Source: an optimization exercise on an open RTL-to-GDS flow (aim: small area and a short achievable clock period). Production flows keep margins and buffers that such runs may drop. At most, simulation tests tie the RTL to the original design; equivalence was not proved.

rev 12:
==> flow/design.v <==
`default_nettype none
package angle_pkg;
    typedef logic signed [32-1:0] angle_t;
    typedef logic [9-1:0] heading_t;
    localparam int LO_W = 10;
    localparam int Q_W  = 14;
    localparam int M_W  = 6;
    localparam int TURN = 45;
endpackage
`default_nettype wire
`default_nettype none
package imu_pkg;
    typedef logic signed [16-1:0] rate_t;
endpackage
`default_nettype wire
`timescale 1ns/1ps
`default_nettype none
module gyro_integrator (
    input  logic                       clk,
    input  logic                       rst_n,
    input  logic                       valid,
    input  logic                       clear,
    input  logic [15:0]                rate,
    output logic [angle_pkg::LO_W-1:0] lo,
    output logic [angle_pkg::M_W-1:0]  m
);
    logic [15:0] r;
    logic [13:0] q;
    logic [15:0] low_n;
    logic        c16;
    logic [7:0]  hi_p1, hi_m1, hi_n;
    logic        c_n, ovp_n, ovn_n;
    logic [7:0]  ps;
    logic [7:0]  a;
    logic [5:0]  m_n;
    assign r = valid ? rate : 16'd0;
    kadd #(.W(16)) add_low_i (
        .a    ({q[5:0], lo}),
        .b    (r),
        .cin  (1'b0),
        .s    (low_n),
        .cout (c16)
    );
    assign c_n = low_n[10] ^ q[0] ^ r[10];
    kadd #(.W(8)) inc_i (.a(q[13:6]), .b(8'h00), .cin(1'b1), .s(hi_p1), .cout());
    kadd #(.W(8)) dec_i (.a(q[13:6]), .b(8'hff), .cin(1'b0), .s(hi_m1), .cout());
    always_comb begin
        case ({r[15], c16})
            2'b01:   hi_n = hi_p1;
            2'b10:   hi_n = hi_m1;
            default: hi_n = q[13:6];
        endcase
    end
    assign ovp_n = (q[13:6] == 8'h7f) & ~r[15] &  c16;
    assign ovn_n = (q[13:6] == 8'h80) &  r[15] & ~c16;
    assign ps = {{5{ovp_n}}, ovp_n | ovn_n, 1'b0, c_n} + {{2{r[15]}}, r[15:10]};
    assign a  = {2'b00, m} + ps;
    fold45 fold_i (.x(a), .m(m_n));
    always_ff @(posedge clk or negedge rst_n) begin
        if (!rst_n) begin
            lo  <= '0;
            q   <= '0;
            m   <= '0;
        end else if (clear) begin
            lo  <= '0;
            q   <= '0;
            m   <= '0;
        end else begin
            lo  <= low_n[9:0];
            q   <= {hi_n, low_n[15:10]};
            m   <= m_n;
        end
    end
endmodule
`default_nettype wire
`timescale 1ns/1ps
`default_nettype none
module fold45 (
    input  logic [7:0] x,
    output logic [5:0] m
);
    logic [7:0] y;
    always_comb begin
        if (x[7])
            y = x + 8'd45;
        else if (x >= 8'd45)
            y = x - 8'd45;
        else
            y = x;
        m = y[5:0];
    end
endmodule
`default_nettype wire
module kadd #(
    parameter int W = 16
) (
    input  logic [W-1:0] a,
    input  logic [W-1:0] b,
    input  logic         cin,
    output logic [W-1:0] s,
    output logic         cout
);
    localparam int L = (W > 16) ? 5 : (W > 8) ? 4 : (W > 4) ? 3 : (W > 2) ? 2 : 1;
    logic [W-1:0] p0;
    logic [W-1:0] gl [0:L];
    logic [W-1:0] pl [0:L];
    assign p0 = a ^ b;
    always_comb begin
        gl[0] = a & b;
        pl[0] = p0;
        gl[0][0] = (a[0] & b[0]) | (p0[0] & cin);
        for (int l = 0; l < L; l++) begin
            for (int i = 0; i < W; i++) begin
                if ((i >> l) & 1) begin
                    gl[l+1][i] = gl[l][i] | (pl[l][i] & gl[l][((i >> l) << l) - 1]);
                    pl[l+1][i] = pl[l][i] & pl[l][((i >> l) << l) - 1];
                end else begin
                    gl[l+1][i] = gl[l][i];
                    pl[l+1][i] = pl[l][i];
                end
            end
        end
    end
    assign s    = p0 ^ {gl[L][W-2:0], cin};
    assign cout = gl[L][W-1];
endmodule
`timescale 1ns/1ps
`default_nettype none
module relative_yaw (
    input  logic [angle_pkg::M_W-1:0]  m_a,
    input  logic [angle_pkg::LO_W-1:0] lo_a,
    input  logic [angle_pkg::M_W-1:0]  m_b,
    input  logic [angle_pkg::LO_W-1:0] lo_b,
    output logic [5:0]                 rel_hi,
    output logic                       sign,
    output logic [angle_pkg::LO_W-1:0] rel_lo
);
    logic              borrow, l9;
    logic signed [6:0] y;
    logic              ge22, ge23, ge24, le22, le23, le24;
    logic              sub45, add45;
    logic [6:0]        k;
    logic [6:0]        r;
    assign {borrow, rel_lo} = {1'b0, lo_a} - {1'b0, lo_b};
    assign l9 = rel_lo[9];
    assign y = {1'b0, m_a} - {1'b0, m_b};
    assign ge22 = y >=  7'sd22;
    assign ge23 = y >=  7'sd23;
    assign ge24 = y >=  7'sd24;
    assign le22 = y <= -7'sd22;
    assign le23 = y <= -7'sd23;
    assign le24 = y <= -7'sd24;
    always_comb begin
        if (borrow) begin
            sub45 = ge24 | (ge23 & l9);
            add45 = le23 | (le22 & ~l9);
        end else begin
            sub45 = ge23 | (ge22 & l9);
            add45 = le24 | (le23 & ~l9);
        end
        case ({sub45, add45, borrow})
            3'b100:  k = 7'h53;    
            3'b101:  k = 7'h52;    
            3'b010:  k = 7'h2d;    
            3'b011:  k = 7'h2c;    
            3'b001:  k = 7'h7f;    
            default: k = 7'h00;
        endcase
    end
    assign r      = y + k;
    assign rel_hi = r[5:0];
    assign sign   = r[6];
endmodule
`default_nettype wire
`timescale 1ns/1ps
`default_nettype none
module yaw_tracker_top (
    input  logic                clk,
    input  logic                rst_n,
    input  logic                sample_valid,
    input  logic                calibrate,
    input  imu_pkg::rate_t      rate_a,
    input  imu_pkg::rate_t      rate_b,
    output angle_pkg::angle_t   yaw_a,
    output angle_pkg::angle_t   yaw_b,
    output angle_pkg::angle_t   rel_yaw,
    output angle_pkg::heading_t heading,
    output logic                out_valid
);
    localparam int LO_W = angle_pkg::LO_W;
    localparam int M_W  = angle_pkg::M_W;
    logic        v0, v1, v2;
    logic        c0;
    logic [15:0] ra0, rb0;
    logic [LO_W-1:0] lo_a, lo_b;
    logic [M_W-1:0]  m_a, m_b;
    logic [LO_W-1:0] ya_lo_1, yb_lo_1;
    logic [M_W-1:0]  ya_m_1, yb_m_1;
    logic [LO_W-1:0] dl;
    logic [5:0]      rel_hi;
    logic [LO_W-1:0] ya_lo_q, yb_lo_q, rel_lo_q;
    logic [M_W-1:0]  ya_m_q, yb_m_q;
    logic [5:0]      rel_hi_q;
    logic            rel_sgn, rel_sgn_q;
    always_ff @(posedge clk or negedge rst_n) begin
        if (!rst_n) begin
            v0 <= 1'b0;
            v1 <= 1'b0;
            v2 <= 1'b0;
            c0 <= 1'b0;
        end else begin
            v0 <= sample_valid;
            v1 <= v0;
            v2 <= v1;
            c0 <= sample_valid && calibrate;
        end
    end
    always_ff @(posedge clk) begin
        ra0 <= rate_a;
        rb0 <= rate_b;
    end
    gyro_integrator gyro_integrator_a_i (
        .clk   (clk),
        .rst_n (rst_n),
        .valid (v0),
        .clear (c0),
        .rate  (ra0),
        .lo    (lo_a),
        .m     (m_a)
    );
    gyro_integrator gyro_integrator_b_i (
        .clk   (clk),
        .rst_n (rst_n),
        .valid (v0),
        .clear (c0),
        .rate  (rb0),
        .lo    (lo_b),
        .m     (m_b)
    );
    always_ff @(posedge clk or negedge rst_n) begin
        if (!rst_n) begin
            ya_lo_1  <= '0;
            yb_lo_1  <= '0;
            ya_m_1   <= '0;
            yb_m_1   <= '0;
        end else begin
            ya_lo_1  <= lo_a;
            yb_lo_1  <= lo_b;
            ya_m_1   <= m_a;
            yb_m_1   <= m_b;
        end
    end
    relative_yaw relative_yaw_i (
        .m_a    (ya_m_1),
        .lo_a   (ya_lo_1),
        .m_b    (yb_m_1),
        .lo_b   (yb_lo_1),
        .rel_hi (rel_hi),
        .sign   (rel_sgn),
        .rel_lo (dl)
    );
    always_ff @(posedge clk or negedge rst_n) begin
        if (!rst_n) begin
            ya_lo_q   <= '0;
            yb_lo_q   <= '0;
            ya_m_q    <= '0;
            yb_m_q    <= '0;
            rel_lo_q  <= '0;
            rel_hi_q  <= '0;
            out_valid <= 1'b0;
        end else begin
            ya_lo_q   <= ya_lo_1;
            yb_lo_q   <= yb_lo_1;
            ya_m_q    <= ya_m_1;
            yb_m_q    <= yb_m_1;
            rel_lo_q  <= dl;
            rel_hi_q  <= rel_hi;
            out_valid <= v2;
        end
    end
    assign yaw_a   = {8'd0, ya_m_q, ya_lo_q, 8'd0};
    assign yaw_b   = {8'd0, yb_m_q, yb_lo_q, 8'd0};
    always_ff @(posedge clk or negedge rst_n) begin
        if (!rst_n) begin
            rel_sgn_q <= 1'b0;
        end else begin
            rel_sgn_q <= rel_sgn;
        end
    end
    assign rel_yaw = {{4{rel_sgn_q}}, {5{rel_hi_q[5]}}, rel_hi_q[4:0], rel_lo_q, 8'd0};
    assign heading = {ya_m_q, ya_lo_q[9:7]};
endmodule
`default_nettype wire
export LEC_CHECK = 0
export ABC_AREA = 1
export CAP_MARGIN = 20
export CORE_MARGIN = 2
export CORE_UTILIZATION = 40
export CTS_BUF_LIST = sky130_fd_sc_hd__clkbuf_8
export SLEW_MARGIN = 20
create_clock -name core_clock -period 10.0 [get_ports {clk}]
standard.sh (not shown) runs the stock make flow with config.mk's settings and CLKGATE_MAP_FILE= SYNTH_SCRIPT=/design/flow/synth_recipe.tcl, a recipe that flattens the netlist after the stock synthesis.
==> flow/flow/run.sh <==
#!/bin/bash
set -euo pipefail
MARGIN=$(cat flow/margin.txt)
bash standard.sh ADDER_MAP_FILE= synth > synth.log 2>&1
bash standard.sh SETUP_SLACK_MARGIN=$MARGIN floorplan > floorplan.log 2>&1
bash standard.sh SETUP_SLACK_MARGIN=$MARGIN "BUFFER_PORTS_ARGS=-buffer_cell sky130_fd_sc_hd__buf_1" place > place.log 2>&1
bash standard.sh SETUP_SLACK_MARGIN=$MARGIN cts > cts.log 2>&1
bash standard.sh SETUP_SLACK_MARGIN=$MARGIN route > route.log 2>&1
bash standard.sh SETUP_SLACK_MARGIN=$MARGIN finish > finish.log 2>&1
==> flow/flow/margin.txt <==
7.0
Inputs modified between rev 12 and rev 13:
--- a/flow/design.v
+++ b/flow/design.v
@@ -23,5 +23,8 @@
     input  logic [15:0]                rate,
     output logic [angle_pkg::LO_W-1:0] lo,
-    output logic [angle_pkg::M_W-1:0]  m
+    output logic [angle_pkg::M_W-1:0]  mb,
+    output logic                       c,
+    output logic                       ovp,
+    output logic                       ovn
 );
     logic [15:0] r;
@@ -33,5 +36,5 @@
     logic [7:0]  ps;
     logic [7:0]  a;
-    logic [5:0]  m_n;
+    logic [5:0]  mb_n;
     assign r = valid ? rate : 16'd0;
     kadd #(.W(16)) add_low_i (
@@ -54,20 +57,29 @@
     assign ovp_n = (q[13:6] == 8'h7f) & ~r[15] &  c16;
     assign ovn_n = (q[13:6] == 8'h80) &  r[15] & ~c16;
-    assign ps = {{5{ovp_n}}, ovp_n | ovn_n, 1'b0, c_n} + {{2{r[15]}}, r[15:10]};
-    assign a  = {2'b00, m} + ps;
-    fold45 fold_i (.x(a), .m(m_n));
+    assign ps = {{5{ovp}}, ovp | ovn, 1'b0, c} + {{2{r[15]}}, r[15:10]};
+    assign a  = {2'b00, mb} + ps;
+    fold45 fold_i (.x(a), .m(mb_n));
     always_ff @(posedge clk or negedge rst_n) begin
         if (!rst_n) begin
             lo  <= '0;
             q   <= '0;
-            m   <= '0;
+            mb  <= '0;
+            c   <= 1'b0;
+            ovp <= 1'b0;
+            ovn <= 1'b0;
         end else if (clear) begin
             lo  <= '0;
             q   <= '0;
-            m   <= '0;
+            mb  <= '0;
+            c   <= 1'b0;
+            ovp <= 1'b0;
+            ovn <= 1'b0;
         end else begin
             lo  <= low_n[9:0];
             q   <= {hi_n, low_n[15:10]};
-            m   <= m_n;
+            mb  <= mb_n;
+            c   <= c_n;
+            ovp <= ovp_n;
+            ovn <= ovn_n;
         end
     end
@@ -194,4 +206,6 @@
     logic [15:0] ra0, rb0;
     logic [LO_W-1:0] lo_a, lo_b;
+    logic [M_W-1:0]  mb_a, mb_b;
+    logic            c_a, ovp_a, ovn_a, c_b, ovp_b, ovn_b;
     logic [M_W-1:0]  m_a, m_b;
     logic [LO_W-1:0] ya_lo_1, yb_lo_1;
@@ -227,5 +241,8 @@
         .rate  (ra0),
         .lo    (lo_a),
-        .m     (m_a)
+        .mb    (mb_a),
+        .c     (c_a),
+        .ovp   (ovp_a),
+        .ovn   (ovn_a)
     );
     gyro_integrator gyro_integrator_b_i (
@@ -236,6 +253,14 @@
         .rate  (rb0),
         .lo    (lo_b),
-        .m     (m_b)
+        .mb    (mb_b),
+        .c     (c_b),
+        .ovp   (ovp_b),
+        .ovn   (ovn_b)
     );
+    logic [7:0] ma_raw, mb_raw;
+    assign ma_raw = {2'b00, mb_a} + {{5{ovp_a}}, ovp_a | ovn_a, 1'b0, c_a};
+    assign mb_raw = {2'b00, mb_b} + {{5{ovp_b}}, ovp_b | ovn_b, 1'b0, c_b};
+    fold45 fold_a_i (.x(ma_raw), .m(m_a));
+    fold45 fold_b_i (.x(mb_raw), .m(m_b));
     always_ff @(posedge clk or negedge rst_n) begin
         if (!rst_n) begin
[summary]
The higher sequential cell area share came out of rev 13.
Between rev 13 and rev 12, the initial core utilization does not differ in any meaningful way.
Largest vdd supply drop shrinks by a few percent when moving from rev 12 to rev 13.
Rev 13 improves on rev 12 in cell area.
Looking at weighted congestion at the end of routability-driven global placement, rev 13 sits below rev 12.
Post-cts resize count (higher): rev 12
Relative to rev 12, shortest clock period the worst path allows after layout has gone down in rev 13.
Against rev 12 as the reference, rev 13 delivers a lower utilization.
Compared to rev 12, the routing of rev 13 uses less wire.
Comparing rev 12 and rev 13, met1 demand-to-capacity share in global routing is higher on rev 12.
Rev 13 has more setup slack than rev 12.
Die footprint, rev 12 and rev 13: higher on rev 13
The number of DRC markers after the initial detailed-route iteration of rev 13 is lower than that of rev 12.
Only the layout flow was run in rev 12; the RTL was not checked for function there.

## separate check: timing with driven ports
In the flow no input, the clock included, has a driving cell. The finished layouts below were timed again as built, in two steps. Step 1: set_driving_cell puts a clkbuf_16 on clk and a buf_2 on each other input, an assumption about the parent block. Step 2 adds t to the input delays and takes it off the output delays; t is the mean of the earliest and latest rising clock arrival at the registers after step 1. Input paths then give back, and output paths get back, about the clock's delay inside the block. Three values: ideal ports, drivers, drivers and shift; two values: the first two.
run	shift t [ns]	setup slack, ns	hold slack, ns	worst setup path at the end	cell pins on the clock port's net
rev 12	0.504	6.464 / 6.464 / 6.464	0.359 / 0.359 / 0.359	register to register	1
rev 13	0.504	6.979 / 6.938 / 6.811	0.360 / 0.360 / 0.360	input, reset recovery	1
After both steps every run listed still meets setup and hold. For rev 13, which loses most, drivers alone change the setup slack by -0.041 ns; drivers and shift together by -0.168 ns. The worst setup slack also covers recovery checks on asynchronous resets.
